Background: an optimization exercise with open tools, aiming at small area and few clock cycles. Do not read the settings as production practice.

==> run a: inputs <==
## mvuTop
module mvuTop (
	input  logic                           clk,
	input  logic                           rst,
	input  logic                           wWr,
	input  logic [mvuPkg::FOLD_WIDTH-1:0]  wAddr,
	input  logic [mvuPkg::WTILE_WIDTH-1:0] wData,
	input  logic [mvuPkg::FOLD_WIDTH-1:0]  foldCount,
	input  logic                           aStrobe,
	input  logic [mvuPkg::ATILE_WIDTH-1:0] aData,
	input  logic                           aPad,
	output logic                           outVld,
	output logic [mvuPkg::OUT_WIDTH-1:0]   outData,
	output logic [mvuPkg::LANE_WIDTH-1:0]  outLane,
	output logic                           hold
);
==> module mvuTop, before the edit <==
module mvuTop (
	input  logic                           clk,
	input  logic                           rst,
	input  logic                           wWr,
	input  logic [mvuPkg::FOLD_WIDTH-1:0]  wAddr,
	input  logic [mvuPkg::WTILE_WIDTH-1:0] wData,
	input  logic [mvuPkg::FOLD_WIDTH-1:0]  foldCount,
	input  logic                           aStrobe,
	input  logic [mvuPkg::ATILE_WIDTH-1:0] aData,
	input  logic                           aPad,
	output logic                           outVld,
	output logic [mvuPkg::OUT_WIDTH-1:0]   outData,
	output logic [mvuPkg::LANE_WIDTH-1:0]  outLane,
	output logic                           hold
);
	logic [WTILE_WIDTH-1:0] mem [8];
	always_ff @(posedge clk) begin
		if (wWr)
			mem[wAddr] <= wData;
	end
	logic [7:0] pos;
	logic       atEnd;
	logic       atStart;
	assign atEnd = pos[foldCount];
	assign atStart = pos[0];
	always_ff @(posedge clk) begin
		if (rst)
			pos <= 8'd1;
		else if (aStrobe)
			pos <= atEnd ? 8'd1 : {pos[6:0], 1'b0};
	end
	logic [WTILE_WIDTH-1:0] w;
	logic [ATILE_WIDTH-1:0] av;
	logic [9:0]             rowA [2];
	logic [9:0]             rowB [2];
	logic [9:0]             csA [2];
	logic [9:0]             csB [2];
	logic                   firstA;	 
	logic                   lastA;	 
	always_comb begin
		w = '0;
		for (int k = 0; k < 8; k++)
			w = w | (pos[k] ? mem[k] : '0);
	end
	assign av = (aStrobe && !aPad) ? aData : '0;
	for (genvar pe = 0; pe < 2; pe++) begin : g_pe
		dotCS dotCS_i (
			.w    (w[pe*16 +: 16]),
			.a    (av),
			.rowA (rowA[pe]),
			.rowB (rowB[pe])
		);
	end
	always_ff @(posedge clk) begin
		for (int pe = 0; pe < 2; pe++) begin
			csA[pe] <= rowA[pe];
			csB[pe] <= rowB[pe];
		end
	end
	always_ff @(posedge clk) begin
		if (rst) begin
			firstA <= 1'b0;
			lastA <= 1'b0;
		end else begin
			firstA <= aStrobe && atStart;
			lastA <= aStrobe && atEnd;
		end
	end
	logic signed [ACC_WIDTH-1:0] acc [2];
	logic signed [ACC_WIDTH-1:0] accNext [2];
	logic [ACC_WIDTH-1:0] accIn [2];
	logic [ACC_WIDTH-1:0] x [2];
	logic [ACC_WIDTH-1:0] y [2];
	localparam logic [ACC_WIDTH-1:0] BIAS = ACC_WIDTH'(-480);
	always_comb begin
		for (int pe = 0; pe < 2; pe++) begin
			accIn[pe] = firstA ? '0 : acc[pe];
			for (int k = 0; k < ACC_WIDTH; k++) begin
				if (k < 10) begin
					x[pe][k] = accIn[pe][k] ^ csA[pe][k] ^ csB[pe][k];
					y[pe][k] = (accIn[pe][k] & csA[pe][k]) | (accIn[pe][k] & csB[pe][k]) | (csA[pe][k] & csB[pe][k]);
				end else begin
					x[pe][k] = accIn[pe][k];
					y[pe][k] = 1'b0;
				end
			end
			accNext[pe] = x[pe] + {y[pe][ACC_WIDTH-2:0], 1'b0} + BIAS;
		end
	end
	always_ff @(posedge clk) begin
		for (int pe = 0; pe < 2; pe++)
			acc[pe] <= accNext[pe];
	end
	function automatic logic [OUT_WIDTH-1:0] requant(input logic signed [ACC_WIDTH-1:0] v);
		if (v[ACC_WIDTH-1])
			requant = '0;
		else if (|v[ACC_WIDTH-2:OUT_WIDTH+2])
			requant = '1;
		else
			requant = v[OUT_WIDTH+1:2];
	endfunction
	logic fin;
	logic [OUT_WIDTH-1:0] q0;
	logic [OUT_WIDTH-1:0] q1;
	logic [1:0]           occ;
	logic [1:0]           base;
	logic                 push;
	logic                 finNext;
	logic [1:0]           occNext;
	assign base = occ - 2'(occ != '0);
	assign push = fin && (base == '0);
	assign finNext = (fin && !push) || lastA;
	assign occNext = push ? 2'd2 : base;
	always_ff @(posedge clk) begin
		q0 <= push ? requant(acc[0]) : q1;
		q1 <= requant(acc[1]);
	end
	always_ff @(posedge clk) begin
		if (rst) begin
			occ <= '0;
			fin <= 1'b0;
		end else begin
			occ <= occNext;
			fin <= finNext;
		end
	end
	assign outVld = (occ != '0);
	assign outData = q0;
	assign outLane = (occ == 2'd1);
	assign hold = finNext && (occNext == 2'd2);
endmodule
clock: 5.0 ns
lec_check: 0
cap_margin: 20
core_margin: 2
core_utilization: 88
cts_buf_list: sky130_fd_sc_hd__clkbuf_8
cts_cluster_diameter: 50
cts_cluster_size: 20
slew_margin: 20
standard.sh (not shown) runs the stock make flow with config.mk's settings and CLKGATE_MAP_FILE= SYNTH_SCRIPT=/design/flow/synth_recipe.tcl, a recipe that flattens the netlist after the stock synthesis.
==> flow/flow/run.sh <==
#!/bin/bash
# Standard layout with two changes: the port buffers are plain buffers, and
# after synthesis the full adders' polarities are rebalanced to drop
# inverters (fapol.py; a full adder with all pins complemented is the same
# function, so the netlist's behaviour and registers are unchanged).
set -euo pipefail
export BUFFER_PORTS_ARGS="-buffer_cell sky130_fd_sc_hd__buf_1"
RES=$PWD/orfs/results/sky130hd/mvuTop/base
bash standard.sh $RES/1_2_yosys.v > standard_synth.log 2>&1
cp $RES/1_2_yosys.v $RES/1_2_yosys.std.v
python3 flow/fapol.py $RES/1_2_yosys.std.v $RES/1_2_yosys.v > fapol.log 2>&1
bash standard.sh > standard.log 2>&1
Other scripts of this flow, unchanged in this note and not shown: flow/flow/fapol.py
==> run b: changes against run a <==
--- a/flow/design.v
+++ b/flow/design.v
@@ -5,6 +5,7 @@
 	localparam int unsigned OUT_WIDTH = 8;
 	localparam int unsigned LANE_WIDTH = 1;
 	localparam int unsigned ACC_WIDTH = 13;	 
+	localparam int unsigned QDEPTH = 2;	 
 endpackage
 module dotCS (
 	input  logic [15:0]  w,
@@ -217,6 +218,8 @@
 	output logic [mvuPkg::LANE_WIDTH-1:0]  outLane,
 	output logic                           hold
 );
+	localparam int N = QDEPTH;
+	localparam int OW = $clog2(N + 1);
 	logic [WTILE_WIDTH-1:0] mem [8];
 	always_ff @(posedge clk) begin
 		if (wWr)
@@ -272,24 +275,10 @@
 	end
 	logic signed [ACC_WIDTH-1:0] acc [2];
 	logic signed [ACC_WIDTH-1:0] accNext [2];
-	logic [ACC_WIDTH-1:0] accIn [2];
-	logic [ACC_WIDTH-1:0] x [2];
-	logic [ACC_WIDTH-1:0] y [2];
-	localparam logic [ACC_WIDTH-1:0] BIAS = ACC_WIDTH'(-480);
 	always_comb begin
-		for (int pe = 0; pe < 2; pe++) begin
-			accIn[pe] = firstA ? '0 : acc[pe];
-			for (int k = 0; k < ACC_WIDTH; k++) begin
-				if (k < 10) begin
-					x[pe][k] = accIn[pe][k] ^ csA[pe][k] ^ csB[pe][k];
-					y[pe][k] = (accIn[pe][k] & csA[pe][k]) | (accIn[pe][k] & csB[pe][k]) | (csA[pe][k] & csB[pe][k]);
-				end else begin
-					x[pe][k] = accIn[pe][k];
-					y[pe][k] = 1'b0;
-				end
-			end
-			accNext[pe] = x[pe] + {y[pe][ACC_WIDTH-2:0], 1'b0} + BIAS;
-		end
+		for (int pe = 0; pe < 2; pe++)
+			accNext[pe] = (firstA ? '0 : acc[pe]) + ACC_WIDTH'(csA[pe]) + ACC_WIDTH'(csB[pe])
+				- ACC_WIDTH'(480);
 	end
 	always_ff @(posedge clk) begin
 		for (int pe = 0; pe < 2; pe++)
@@ -304,32 +293,43 @@
 			requant = v[OUT_WIDTH+1:2];
 	endfunction
 	logic fin;
-	logic [OUT_WIDTH-1:0] q0;
-	logic [OUT_WIDTH-1:0] q1;
-	logic [1:0]           occ;
-	logic [1:0]           base;
+	logic [OUT_WIDTH-1:0] q [N];
+	logic [OW-1:0]        occ;
+	logic [OW-1:0]        base;
 	logic                 push;
+	logic                 lane;
 	logic                 finNext;
-	logic [1:0]           occNext;
-	assign base = occ - 2'(occ != '0);
-	assign push = fin && (base == '0);
+	logic [OW-1:0]        occNext;
+	logic [OW-1:0]        baseNext;
+	assign base = occ - OW'(occ != '0);
+	assign push = fin && (32'(base) + 2 <= N);
 	assign finNext = (fin && !push) || lastA;
-	assign occNext = push ? 2'd2 : base;
+	assign occNext = base + (push ? OW'(2) : OW'(0));
+	assign baseNext = occNext - OW'(occNext != '0);
 	always_ff @(posedge clk) begin
-		q0 <= push ? requant(acc[0]) : q1;
-		q1 <= requant(acc[1]);
+		for (int i = 0; i < N; i++) begin
+			if (push && OW'(i) == base)
+				q[i] <= requant(acc[0]);
+			else if (push && OW'(i) == base + 1'b1)
+				q[i] <= requant(acc[1]);
+			else if (i < N - 1)
+				q[i] <= q[i + 1];
+		end
 	end
 	always_ff @(posedge clk) begin
 		if (rst) begin
 			occ <= '0;
+			lane <= 1'b0;
 			fin <= 1'b0;
 		end else begin
 			occ <= occNext;
+			if (occ != '0)
+				lane <= !lane;
 			fin <= finNext;
 		end
 	end
 	assign outVld = (occ != '0);
-	assign outData = q0;
-	assign outLane = (occ == 2'd1);
-	assign hold = finNext && (occNext == 2'd2);
+	assign outData = q[0];
+	assign outLane = lane;
+	assign hold = finNext && !(32'(baseNext) + 2 <= N);
 endmodule
Settings changed: CORE_UTILIZATION 88 to 70.
==> run c: changes against run a <==
Settings changed: CAP_MARGIN 20 to 0, CORE_UTILIZATION 88 to 70, GPL_ROUTABILITY_DRIVEN set to 0, GPL_TIMING_DRIVEN set to 0, SLEW_MARGIN 20 to 0.
==> impl_metrics.ini <==
[run_status]
outcome = finished clean

[clock_network]
cts_buffers = 30
post_cts_resized = 0

[synthesis]
synth.net_count = 1368
syn_area_per_cell_um2 = 14.17

[grt]
grt_overflow_total = 0

[placement]
post-place-ws_ns = 0.02711
Source of the figures above: run b

==> impl_metrics.ini <==
[synthesis]
syn_area_per_cell_um2 = 14.07
synth.net_count = 1363

[run_status]
outcome = aborted with a tool error
tool.error = [ERROR GRT-0232] Routing congestion too high. Check the congestion heatmap in the GUI.
failing_step = 5_1_grt

[placement]
post-place-ws_ns = -0.08485

[clock_network]
post_cts_resized = 0
Source of the figures above: run a

==> impl_metrics.ini <==
[synthesis]
syn_area_per_cell_um2 = 14.07
synth.net_count = 1363

[clock_network]
cts_buffers = 28
post_cts_resized = 7

[timing]
rsz0062_at_grt = no

[placement]
post-place-ws_ns = -0.6276

[route]
vias = 9732

[run_status]
outcome = finished clean
Source of the figures above: run c

No functional check of the RTL was part of any run of this note.

==> static timing again, ports no longer ideal <==
Ports are ideal in the flow. The routed layouts listed here were re-timed in OpenROAD. Step 1 (the two cells are an assumption about what drives the block):
set clk [get_ports {clk}]
set_driving_cell -lib_cell sky130_fd_sc_hd__clkbuf_16 $clk
set_driving_cell -lib_cell sky130_fd_sc_hd__buf_2 [delete_from_list [all_inputs] $clk]
Step 2, shift: input delay + t, output delay - t, t = (earliest + latest rising clock arrival at the registers) / 2. This alone moves slack from input paths to output paths. Slacks: ideal / step 1 / step 2; pairs: ideal / step 1.
run	t (ns)	slack for setup (ns)	worst hold slack (ns)	latest minus earliest clock arrival (ns)	cell pins on the clock port's net
run b	0.650	0.531 / 0.531 / 0.008	0.451 / 0.451 / 0.451	0.041 / 0.042	1
run c	0.655	0.138 / 0.138 / -0.445	0.450 / 0.450 / 0.450	0.075 / 0.075	1
Met with ideal ports but missed after step 2: setup timing in run c. The setup slack of run c, which loses most, moves by 0.000 ns with the drivers and by -0.583 ns with both steps.
